What follows belongs to an exercise in optimizing a design on an open flow for small area; a production flow would make more cautious choices.
The RTL was checked by simulation tests, not by an equivalence proof against the original design.
No activity file was given, so power comes from the tool's default toggle rates.

==> flow/design.v <==
package reg_file_pkg;
  localparam int DEF_ADDR_WIDTH = 5;
  localparam int DEF_DATA_WIDTH = 32;
  typedef logic [DEF_ADDR_WIDTH-1:0] addr_t;
  typedef logic [DEF_DATA_WIDTH-1:0] data_t;
  localparam int REG_ZERO = 0;
endpackage
module reg_scoreboard #(
  parameter int ADDR_WIDTH = reg_file_pkg::DEF_ADDR_WIDTH,
  parameter int NUM_RD = 2
) (
  input  logic clk,
  input  logic rst_n,
  input  logic iss_valid,
  input  logic [ADDR_WIDTH-1:0] iss_addr,
  input  logic wb_valid,
  input  logic [ADDR_WIDTH-1:0] wb_addr,
  input  logic [NUM_RD*ADDR_WIDTH-1:0] rd_addr,
  output logic [NUM_RD-1:0] busy_rd,
  output logic sb_err
);
  logic [2**ADDR_WIDTH-1:0] busy;
  logic iss_en, wb_en, err_now;
  assign iss_en = iss_valid && iss_addr != ADDR_WIDTH'(reg_file_pkg::REG_ZERO);
  assign wb_en = wb_valid && wb_addr != ADDR_WIDTH'(reg_file_pkg::REG_ZERO);
  assign err_now = (iss_en && busy[iss_addr] && !(wb_en && wb_addr == iss_addr)) || (wb_en && !busy[wb_addr]);
  always_ff @(posedge clk or negedge rst_n)
    if (!rst_n) begin
      busy <= '0;
      sb_err <= 1'b0;
    end else begin
      if (wb_en) busy[wb_addr] <= 1'b0;
      if (iss_en) busy[iss_addr] <= 1'b1;
      if (err_now) sb_err <= 1'b1;
    end
  for (genvar g = 0; g < NUM_RD; g++) begin : g_lk
    assign busy_rd[g] = busy[rd_addr[g*ADDR_WIDTH +: ADDR_WIDTH]];
  end
endmodule
module reg_file_sb #(
  parameter int ADDR_WIDTH = reg_file_pkg::DEF_ADDR_WIDTH,
  parameter int DATA_WIDTH = reg_file_pkg::DEF_DATA_WIDTH,
  parameter int NUM_RD = 2,
  parameter int DBG_REG = 10
) (
  input  logic clk,
  input  logic rst_n,
  input  logic [NUM_RD*ADDR_WIDTH-1:0] rd_addr,
  output logic [NUM_RD*DATA_WIDTH-1:0] rd_data,
  output logic [NUM_RD-1:0] rd_busy,
  output logic stall,
  input  logic iss_valid,
  input  logic [ADDR_WIDTH-1:0] iss_addr,
  input  logic wb_valid,
  input  logic [ADDR_WIDTH-1:0] wb_addr,
  input  logic [DATA_WIDTH-1:0] wb_data,
  output logic [DATA_WIDTH-1:0] dbg_reg,
  output logic sb_err
);
  logic [DATA_WIDTH-1:0] mem [2**ADDR_WIDTH];
  logic [NUM_RD-1:0] sb_busy;
  logic wb_en;
  assign wb_en = wb_valid && wb_addr != ADDR_WIDTH'(reg_file_pkg::REG_ZERO);
  reg_scoreboard #(.ADDR_WIDTH(ADDR_WIDTH), .NUM_RD(NUM_RD)) u_sb (
    .clk(clk), .rst_n(rst_n),
    .iss_valid(iss_valid), .iss_addr(iss_addr),
    .wb_valid(wb_valid), .wb_addr(wb_addr),
    .rd_addr(rd_addr), .busy_rd(sb_busy), .sb_err(sb_err)
  );
  always_ff @(posedge clk or negedge rst_n)
    if (!rst_n) begin
      for (int i = 0; i < 2**ADDR_WIDTH; i++) mem[i] <= '0;
      dbg_reg <= '0;
    end else begin
      if (wb_en) mem[wb_addr] <= wb_data;
      dbg_reg <= mem[DBG_REG];
    end
  for (genvar g = 0; g < NUM_RD; g++) begin : g_rd
    logic [ADDR_WIDTH-1:0] a;
    assign a = rd_addr[g*ADDR_WIDTH +: ADDR_WIDTH];
    logic hit;
    assign hit = wb_en && wb_addr == a;
    assign rd_data[g*DATA_WIDTH +: DATA_WIDTH] = hit ? wb_data : mem[a];
    assign rd_busy[g] = sb_busy[g] && !(hit && !(iss_valid && iss_addr == a));
  end
  assign stall = |rd_busy;
endmodule
==> flow/run.sh <==
#!/bin/bash
# synth_recipe.tcl (not shown) runs the flow's synth.tcl, then flattens the netlist and writes it again
# the make line also repeats each setting of config.mk as NAME=value (left out here)
make -C /OpenROAD-flow-scripts/flow DESIGN_CONFIG=/design/flow/config.mk WORK_HOME=/design/flow/orfs CLKGATE_MAP_FILE= SYNTH_SCRIPT=/design/flow/synth_recipe.tcl finish
==> flow/config.mk <==
export PLATFORM = sky130hd
export DESIGN_NAME = reg_file_sb
export DESIGN_NICKNAME = reg_file_sb
export VERILOG_FILES = /design/flow/design.v
export SDC_FILE = /design/flow/constraint.sdc
export NUM_CORES = 4
export LEC_CHECK = 0
export CAP_MARGIN = 20
export CORE_MARGIN = 2
export CORE_UTILIZATION = 35
export SLEW_MARGIN = 20
==> flow/constraint.sdc <==
create_clock -name core_clock -period 10.0 [get_ports {clk}]
set_input_delay 2.0000 -clock core_clock [delete_from_list [all_inputs] [get_ports {clk}]]
set_output_delay 2.0000 -clock core_clock [all_outputs]
set_load 0.01 [all_outputs]
==> notes.md, run 1 <==
- Arr. time, crit path: between 7 and 8 ns
- Row count: around 150
- Largest net degree at the start of global routing: between 150 and 200
- Worst R2R Start: u_sb.busy[7]
- Post-route ant nets: 0
- Drt total wl: approximately 310000 um
- WS Path Type: in -> out
- DRC: 0
- Synth top cells by count: 1089 x dfrtp_1, 983 x mux2_2, 642 x a22oi_1
- GR Util met1: between 40% and 50%
- Post-CTS Setup Inserts: 0
- Top cell type by total area after synthesis: dfrtp_1
- GRT Max-Usage Layer: met2
- Pwr dens: ~200 mW/mm2
- GRT met3 Usage: a little under a fifth
- Clock Tree Root: clkbuf_16
- CTS max path bufs: 3
- Initial antenna violation count: 40
- PostCTS Resize Cnt: 0
- Synth area leaders: dfrtp_1 48%, mux2_2 20%, a22oi_1 8.5%, and3_1 3.0%, clkbuf_1 1.7%
- Fraction of layout cells with a size suffix above 1: 32.1%
- Min-delay worst type: reg -> reg
- Startpoint Class: input port
- Peak VDD IR: approximately 0.00014 V
- Die Span Y: just over 400 um
- Setup tns final: 0 ns
- Syn Area/Cell: between 10 and 15 um2
- Syn Nets: 4996
- Die Footprint: around 0.16 mm2
- # setup viols final: 0
- Vias in the first global route: a little under 50000
- Met2 GRT Util: between 40 and 50%
- Routed via count: around 53000
- Outcome: no timing/DRC/antenna violations
- CTS Hold Buffers Added: 0
- Minimum clock period: around 9 ns
- Global route overflow: 0
- RSZ-0062 raised after global routing: false
- Post-synth EDFFs: 0
- Setup Skew: 0.0243 ns
- Post-Synthesis Cells: between 4000 and 5000
- Yosys Warn Count: 3
- Clock sinks: ~1100
- CTS tree: yes
- First-pass GRT wire length: ~420000 um
- Worst-Skew Late Latency: ~0.80 ns
- GP Congestion: roughly 1.0
- Sequential share of the synthesized area: 48.3%
- Final Total Pwr: roughly 13 mW
- Port Buffer Count: roughly 160
- Slew at the pin closest to its max-slew limit: 1.32 ns
- Gr usage total: a little under two fifths
- Core Area: approximately 0.16 mm2
- Final period util: between 90% and 100%
- CP startpoint: wb_addr[0]
- Most common cell in the netlist: dfrtp_1
- Fraction of synthesis flops using an asynchronous set or reset pin: 100%
- Post-synth top flop: dfrtp_1
- Max FFs per register: 1024
- MaxCap Viol Count: 0
- Critical path required time: around 8.0 ns
- Die Wd: just over 400 um
- Yosys cell types: 81
- CTS buffer count: 118
- Starting DRT DRC Count: 10600
- Max frequency: ~110 MHz
- Final Hold Viols: 0
- Leak Pwr: ~28 nW
- Non-filler cells in the finished layout: about 7200
- Num ports: 156
- Crit. End Element: output port
- Hold path startpoint: mem[0][11]
- Critical path fanouts, max: 15
- Dpl hpwl: roughly 180000 um
- Final nets: ~5000
- Avg WL per Cell: about 43 um
- #FFs+latches synth: roughly 1100
- Slew Limit Fails: 0
- Final design utilization: 40.7%
- Synth top area share: just under 50%
- Mapped Area: ~0.056 mm2
- Placed cell count: around 7000
- Starting density of the core: about a third
- Drt first pass iters: 10
- Worst slew margin: a little under an eighth
- # H-tree levels: 3
- Register clock-pin slew on the reported worst setup and hold paths: 0.06 ns
- Vias per inst: roughly 7.3
- Area grow syn2layout: 15.7%
-- placed cells by master (no fill, tap or decap), drive strengths merged, types with 17 or more instances in the layout --
cell / n
dfrtp: 1089
mux2: 998
a22oi: 642
and3: 271
buf: 246
nand2: 165
o21ai: 164
clkbuf: 158
clkdlybuf4s50: 136
nand4: 130
nor2: 122
nand3: 117
a21oi: 88
a2111oi: 88
nor4: 55
nor3: 50
diode: 46
a22o: 39
or3: 35
mux4: 33
clkinv: 27
a221oi: 26
nand3b: 25
inv: 23
a32oi: 20
xor2: 19
a31oi: 19
mux2i: 18
a211oi: 17
-- area by class of cell --
cell class	instances	area, um2
clock buffers	158	3430
fillers	15300	95000
inverters	19	71.3
clock inverters	62	796
diodes	46	115
repair buffers	382	3450
multi-input cells	3306	27500
well taps	2160	2700
flip-flops and latches	1089	27300
-- cells by family after synthesis --
logic type	share of synthesized area, %
buf+inv	4.22
xor+xnor	0.512
compound gates	14.6
mux	21.5
flops	48.3
simple gates	10.6
fa+ha+maj	0.222
-- metal layers --
| layer | share of wire (%) | vias to the layer above | wire [um] |
|---|---|---|---|
| met3 | 17 | 1950 | 51900 |
| li1 | - | 18900 | - |
| met4 | 9.7 | 32 | 30100 |
| met2 | 38 | 5620 | 119000 |
| met5 | 0.11 | - | 332 |
| met1 | 35 | 26400 | 109000 |
-- worst max-delay path, stage by stage --
cell and delay (ns):
clkdlybuf4s50_1 0.45, buf_4 0.24, inv_1 0.13, ha_1 0.37, and2_1 0.23, ha_1 0.19
nor2b_1 0.44, nand2_1 0.33, nor2_1 0.56, buf_4 0.41, nor3_1 0.10, nor3_1 0.83
clkdlybuf4s50_1 0.69
-- path summary, 6_finish.rpt --
kind	slack [ns]	cells past startpoint	to
max	0.99	13	rd_data[26]
min	0.40	0	mem[0][11]
max reg2reg	8.30	4	u_sb.sb_err
min reg2reg	0.40	0	mem[0][11]
max in group asynchronous	6.54	3	dbg_reg[25]
min in group asynchronous	1.24	1	mem[1][17]
-- power by group --
group | leakage (nW) | switching [mW] | internal [mW]
Sequential | 14.0 | 0.887 | 5.26
Clock | 2.04 | 2.04 | 2.79
Combinational | 12.2 | 1.10 | 1.05
Total | 28.2 | 4.03 | 9.11
-- per-stage QoR --
stage	instance area, um2	setup slack, ns	hold WS (ns)
CTS	65100	1.31	0.397
floorplan	56500	3.29	0.374
global placement	60800	1.43	0.375
detailed placement	60900	1.31	0.379
global route	65200	0.851	0.409
finish	65300	0.988	0.397
==> run 2, diff against run 1 <==
==> flow/design.v (replaced) <==
package reg_file_pkg;
  localparam int DEF_ADDR_WIDTH = 5;
  localparam int DEF_DATA_WIDTH = 32;
  typedef logic [DEF_ADDR_WIDTH-1:0] addr_t;
  typedef logic [DEF_DATA_WIDTH-1:0] data_t;
  localparam int REG_ZERO = 0;
endpackage
module reg_scoreboard #(
  parameter int NREG = 32
) (
  input  logic clk,
  input  logic rst_n,
  input  logic [NREG-1:0] iss_dec,
  input  logic [NREG-1:0] wb_dec,
  output logic [NREG-1:0] busy,
  output logic sb_err
);
  logic err_now;
  assign err_now = |((iss_dec & busy & ~wb_dec) | (wb_dec & ~busy));
  assign busy[0] = 1'b0;
  for (genvar r = 1; r < NREG; r++) begin : g_b
    logic b;
    always_ff @(posedge clk or negedge rst_n)
      if (!rst_n) b <= 1'b0;
      else b <= iss_dec[r] | (b & ~wb_dec[r]);
    assign busy[r] = b;
  end
  always_ff @(posedge clk or negedge rst_n)
    if (!rst_n) sb_err <= 1'b0;
    else if (err_now) sb_err <= 1'b1;
endmodule
module reg_file_sb #(
  parameter int ADDR_WIDTH = reg_file_pkg::DEF_ADDR_WIDTH,
  parameter int DATA_WIDTH = reg_file_pkg::DEF_DATA_WIDTH,
  parameter int NUM_RD = 2,
  parameter int DBG_REG = 10
) (
  input  logic clk,
  input  logic rst_n,
  input  logic [NUM_RD*ADDR_WIDTH-1:0] rd_addr,
  output logic [NUM_RD*DATA_WIDTH-1:0] rd_data,
  output logic [NUM_RD-1:0] rd_busy,
  output logic stall,
  input  logic iss_valid,
  input  logic [ADDR_WIDTH-1:0] iss_addr,
  input  logic wb_valid,
  input  logic [ADDR_WIDTH-1:0] wb_addr,
  input  logic [DATA_WIDTH-1:0] wb_data,
  output logic [DATA_WIDTH-1:0] dbg_reg,
  output logic sb_err
);
  localparam int NREG = 2**ADDR_WIDTH;
  logic [NREG-1:0][DATA_WIDTH-1:0] mem;
  logic [NREG-1:0] wb_dec, iss_dec, valid, busy, rd_ok;
  always_comb begin
    wb_dec = '0;
    iss_dec = '0;
    for (int r = 1; r < NREG; r++) begin
      wb_dec[r] = wb_valid && wb_addr == ADDR_WIDTH'(r);
      iss_dec[r] = iss_valid && iss_addr == ADDR_WIDTH'(r);
    end
  end
  reg_scoreboard #(.NREG(NREG)) u_sb (
    .clk(clk), .rst_n(rst_n), .iss_dec(iss_dec), .wb_dec(wb_dec), .busy(busy), .sb_err(sb_err)
  );
  assign mem[0] = '0;
  assign valid[0] = 1'b0;
  for (genvar r = 1; r < NREG; r++) begin : g_reg
    logic [DATA_WIDTH-1:0] q;
    logic v;
    if (r == DBG_REG) begin : g_rst
      always_ff @(posedge clk or negedge rst_n)
        if (!rst_n) q <= '0;
        else if (wb_dec[r]) q <= wb_data;
      assign v = 1'b1;
    end else begin : g_nrst
      always_ff @(posedge clk)
        if (wb_dec[r]) q <= wb_data;
      always_ff @(posedge clk or negedge rst_n)
        if (!rst_n) v <= 1'b0;
        else if (wb_dec[r]) v <= 1'b1;
    end
    assign mem[r] = q;
    assign valid[r] = v;
  end
  assign rd_ok = valid & ~wb_dec;
  always_ff @(posedge clk or negedge rst_n)
    if (!rst_n) dbg_reg <= '0;
    else dbg_reg <= mem[DBG_REG];
  for (genvar g = 0; g < NUM_RD; g++) begin : g_rd
    logic [ADDR_WIDTH-1:0] a;
    logic [NREG-1:0] dec, sel;
    logic hit, reiss;
    logic [DATA_WIDTH-1:0] d;
    assign a = rd_addr[g*ADDR_WIDTH +: ADDR_WIDTH];
    always_comb begin
      dec = '0;
      for (int r = 1; r < NREG; r++) dec[r] = a == ADDR_WIDTH'(r);
    end
    assign sel = dec & rd_ok;
    assign hit = |(dec & wb_dec);
    assign reiss = |(dec & iss_dec);
    always_comb begin
      d = {DATA_WIDTH{hit}} & wb_data;
      for (int r = 1; r < NREG; r++) d = d | ({DATA_WIDTH{sel[r]}} & mem[r]);
    end
    assign rd_data[g*DATA_WIDTH +: DATA_WIDTH] = d;
    assign rd_busy[g] = |(dec & busy) && !(hit && !reiss);
  end
  assign stall = |rd_busy;
endmodule
--- a/flow/config.mk
+++ b/flow/config.mk
@@ -8,4 +8,4 @@
 export CAP_MARGIN = 20
 export CORE_MARGIN = 2
-export CORE_UTILIZATION = 35
+export CORE_UTILIZATION = 60
 export SLEW_MARGIN = 20
==> run 2 against run 1 <==
  * Still clean
  * Sequential power fell by 15%
  * Synthesized cell count down 30%
  * Critical path type unchanged
  * Largest cell class is now registers
  * Worst hold slack better by 0.043 ns
  * Die area down 51%
  * Highest routed layer unchanged
==> notes.md, run 2 <==
- Crit. End Element: output port (unchanged)
- Crit path max-delay cell type: nor3_2 (was nor3_1)
- Clock sinks: 1086 (was 1089)
- # setup viols final: 0 (unchanged)
- Pre-CTS WS: 1.50 ns (was 1.31 ns)
- Final period util: 88.8% (was 90.1%)
- Yosys Warn Count: 2 (was 3)
- Num ports: 156 (unchanged)
- Fraction of layout cells with a size suffix above 1: 12.1% (was 32.1%)
- Starting DRT DRC Count: 9126 (was 10600)
- Reg-to-reg critical path endpoint: u_sb.sb_err (unchanged)
- Synth area leaders: edfxtp_1 61%, a22oi_1 8.2%, dfrtp_1 6.7%, a22o_1 3.7%, a221oi_1 3.6% (was dfrtp_1 48%, mux2_2 20%, a22oi_1 8.5%, and3_1 3.0%, clkbuf_1 1.7%)
- Post-synth top flop: edfxtp_1 (was dfrtp_1)
- Post-route ant nets: 0 (unchanged)
- Dpl cell area: 0.0505 mm2 (was 0.0609 mm2)
- CP max stage delay: 1.04 ns (was 0.83 ns)
- Worst slew margin: 10.6% (was 11.8%)
- Post-synth EDFFs: 960 (was 0)
- Synth top area share: 61.0% (was 48.3%)
- Die Span Y: 285 um (was 406 um)
- Leading cell type in the layout, fill and taps excluded: edfxtp_1 (was dfrtp_1)
- CTS Hold Buffers Added: 0 (unchanged)
- First-pass GRT wire length: 285000 um (was 419000 um)
- Drt total wl: 208000 um (was 310000 um)
- WS Path Type: in -> out (unchanged)
- Final nets: 3613 (was 4982)
- Core Area: 0.0777 mm2 (was 0.160 mm2)
- Register clock-pin slew on the reported worst setup and hold paths: 0.07 ns (was 0.06 ns)
- Clock Tree Root: clkbuf_16 (unchanged)
- Syn Area/Cell: 13.8 um2 (was 11.5 um2)
- CTS max path bufs: 3 (unchanged)
- Startpoint Class: input port (unchanged)
- Critical path fanouts, max: 25 (was 15)
- Die Footprint: 0.0810 mm2 (was 0.165 mm2)
- Port Buffer Count: 155 (unchanged)
- CTS buffer count: 105 (was 118)
- Final Hold Viols: 0 (unchanged)
- PostCTS Resize Cnt: 0 (unchanged)
- Crit-path cells: clkdlybuf4s50_1 > nand2b_1 > nor3_2 > buf_4 > a22o_1 > a221oi_1 > nand4_1 > or4_1 > clkdlybuf4s50_1 (was clkdlybuf4s50_1 > buf_4 > inv_1 > ha_1 > and2_1 > ha_1 > nor2b_1 > nand2_1 > nor2_1 > buf_4 > nor3_1 > nor3_1 > clkdlybuf4s50_1)
- Most common cell in the netlist: edfxtp_1 (was dfrtp_1)
- Post-CTS Setup Inserts: 0 (unchanged)
- Pwr dens: 189 mW/mm2 (was 201 mW/mm2)
- Outcome: no timing/DRC/antenna violations (unchanged)
- Worst-Skew Late Latency: 0.70 ns (was 0.80 ns)
- Critical path required time: 8.00 ns (about the same)
- Top cell type by total area after synthesis: edfxtp_1 (was dfrtp_1)
- Mapped Area: 0.0472 mm2 (was 0.0565 mm2)
- Gr usage total: 50.5% (was 36.9%)
- Yosys cell types: 80 (was 81)
- R2R setup slack: 8.15 ns (was 8.30 ns)
- CTS tree: yes (unchanged)
- Avg WL per Cell: 44.3 um (was 43.0 um)
- Max frequency: 113 MHz (was 111 MHz)
- Max FFs per register: 992 (was 1024)
- Peak VDD IR: 0.000181 V (was 0.000139 V)
- Largest net degree at the start of global routing: 78 (was 173)
- Vias in the first global route: 38400 (was 49400)
- Setup tns final: 0 ns (unchanged)
- Die Wd: 285 um (was 406 um)
- Min-Delay Path Depth: 0 (unchanged)
- Final design utilization: 69.6% (was 40.7%)
- Worst Hold Path EP: dbg_reg[3] (was mem[0][11])
- Sequential share of the synthesized area: 67.7% (was 48.3%)
- Arr. time, crit path: 6.88 ns (was 7.01 ns)
- Global route overflow: 0 (unchanged)
- Leak Pwr: 18.2 nW (was 28.2 nW)
- Slew at the pin closest to its max-slew limit: 1.34 ns (was 1.32 ns)
- Hold path startpoint: g_reg[10].q[3] (was mem[0][11])
- Min-delay worst type: reg -> reg (unchanged)
- DRC: 0 (unchanged)
- Syn Nets: 3484 (was 4996)
- Setup Skew: 0.0334 ns (was 0.0243 ns)
- Final worst setup slack: 1.12 ns (was 0.988 ns)
- Vias per inst: 8.60 (was 7.33)
- Starting density of the core: 60.8% (was 35.2%)
- # H-tree levels: 3 (unchanged)
- Most Frequent Cell on Critical Path: clkdlybuf4s50_1
- MaxCap Viol Count: 0 (unchanged)
- Synth top cells by count: 960 x edfxtp_1, 517 x a22oi_1, 254 x clkbuf_1 (was 1089 x dfrtp_1, 983 x mux2_2, 642 x a22oi_1)
- Slew Limit Fails: 0 (unchanged)
- Most frequent cells in the layout: 960 x edfxtp_1, 517 x a22oi_1, 201 x a22o_1 (was 1089 x dfrtp_1, 983 x mux2_2, 642 x a22oi_1)
- Worst reg2reg path depth: 5 (was 4)
- Post-Synthesis Cells: 3428 (was 4930)
- Routed via count: 40400 (was 52900)
- #FFs+latches synth: 1086 (was 1089)
- GP Congestion: 1.05 (was 1.03)
- Initial antenna violation count: 14 (was 40)
- Dpl hpwl: 122000 um (was 184000 um)
- Fraction of synthesis flops using an asynchronous set or reset pin: 11.6% (was 100%)
- Drt first pass iters: 14 (was 10)
- Worst R2R Start: u_sb.g_b[5].b (was u_sb.busy[7])
- Finished Cell Area: 0.0541 mm2 (was 0.0653 mm2)
- Area grow syn2layout: 14.5% (was 15.7%)
- Minimum clock period: 8.88 ns (was 9.01 ns)
- Row count: 102 (was 147)
- RSZ-0062 raised after global routing: false (unchanged)
-- run 2: final cells by class --
class / count / area, um2
inverters: 65 / 248
clock buffers: 125 / 2720
clock inverters: 74 / 823
flip-flops and latches: 1086 / 32000
fillers: 5119 / 23600
repair buffers: 321 / 2910
multi-input cells: 1978 / 14100
well taps: 1040 / 1300
diodes: 13 / 32.5
-- run 2: how the worst max path moves through the flow --
| stage | from | end | slack, ns | cells past startpoint |
|---|---|---|---|---|
| finish | rd_addr[6] | rd_data[34] | 1.12 | 9 |
| global route | wb_addr[0] | rd_data[24] | 1.11 | 10 |
| CTS | wb_addr[2] | rd_data[22] | 1.47 | 10 |
| floorplan | wb_addr[4] | rd_data[32] | 2.33 | 10 |
| detailed placement | wb_addr[2] | rd_data[22] | 1.50 | 10 |
| global placement | rd_addr[6] | rd_data[54] | 1.48 | 9 |
-- run 2: power breakdown --
group | switching [mW] | internal (mW) | leakage (nW) | total, mW
combinational | 0.542 | 0.326 | 6.23 | 0.869
clock | 1.80 | 2.32 | 1.73 | 4.12
sequential | 0.153 | 5.09 | 10.2 | 5.25
total | 2.50 | 7.74 | 18.2 | 10.2
-- run 2: routing by layer --
layer  global-route usage [%]  vias up  wire (um)
li1                         -    14700          -
met1                     63.1    19300      65200
met2                     69.7     4972      84400
met3                     24.0     1420      39900
met4                     33.3       24      18600
met5                     1.85        -        307
-- run 2: logic make-up (layout without fill, tap and decap cells) --
logic type | Yosys count | count (layout) | share of synthesized area, %
other | 0 | 13 | 0
AO/OA/AOI/OAI | 1169 | 1169 | 19.5
AND/OR/NAND/NOR | 790 | 790 | 9.36
XOR/XNOR | 11 | 11 | 0.204
multiplexers | 8 | 8 | 0.172
flip-flops | 1086 | 1086 | 67.7
buffers and inverters | 364 | 585 | 3.05
-- run 2: stage by stage --
stage | hold WS, ns | std cells | total power, mW
after floorplan | 0.394 | 3428 | 5.63
after global placement | 0.409 | 4489 | 6.14
after detailed placement | 0.416 | 4489 | 6.15
after CTS | 0.436 | 4688 | 10.2
after global routing | 0.450 | 4691 | 10.4
final | 0.440 | 4702 | 10.2
-- run 2: worst max-delay path, delay by kind of cell --
family	cells	cell delay, ns
AND/OR/NAND/NOR	4	2.24
AO/OA/AOI/OAI	2	0.28
buffers and inverters	3	2.32

static timing again, ports no longer ideal:
In the flow no input, the clock included, has a driving cell. The finished layouts below were timed again as built, in two steps. Step 1 assumes that a clkbuf_16 drives the clock port and a buf_2 every other input. Step 2 adds t to the input delays and takes it off the output delays; t is the mean of the earliest and latest rising clock arrival at the registers after step 1. Input paths then give back, and output paths get back, about the clock's delay inside the block. a / b / c = ideal ports / drivers / drivers and shift; a / b = the first two.
run	t, ns	slack for setup (ns)	worst slew at a driven data input, ns	pins driven straight from the clock port
run 1	0.873	0.988 / 0.965 / 0.965	0.19	1
run 2	0.768	1.117 / 1.095 / 1.095	0.21	1
After both steps setup and hold are still met in every run listed. For run 1, which loses most, drivers alone change the setup slack by -0.023 ns; drivers and shift together by -0.023 ns.
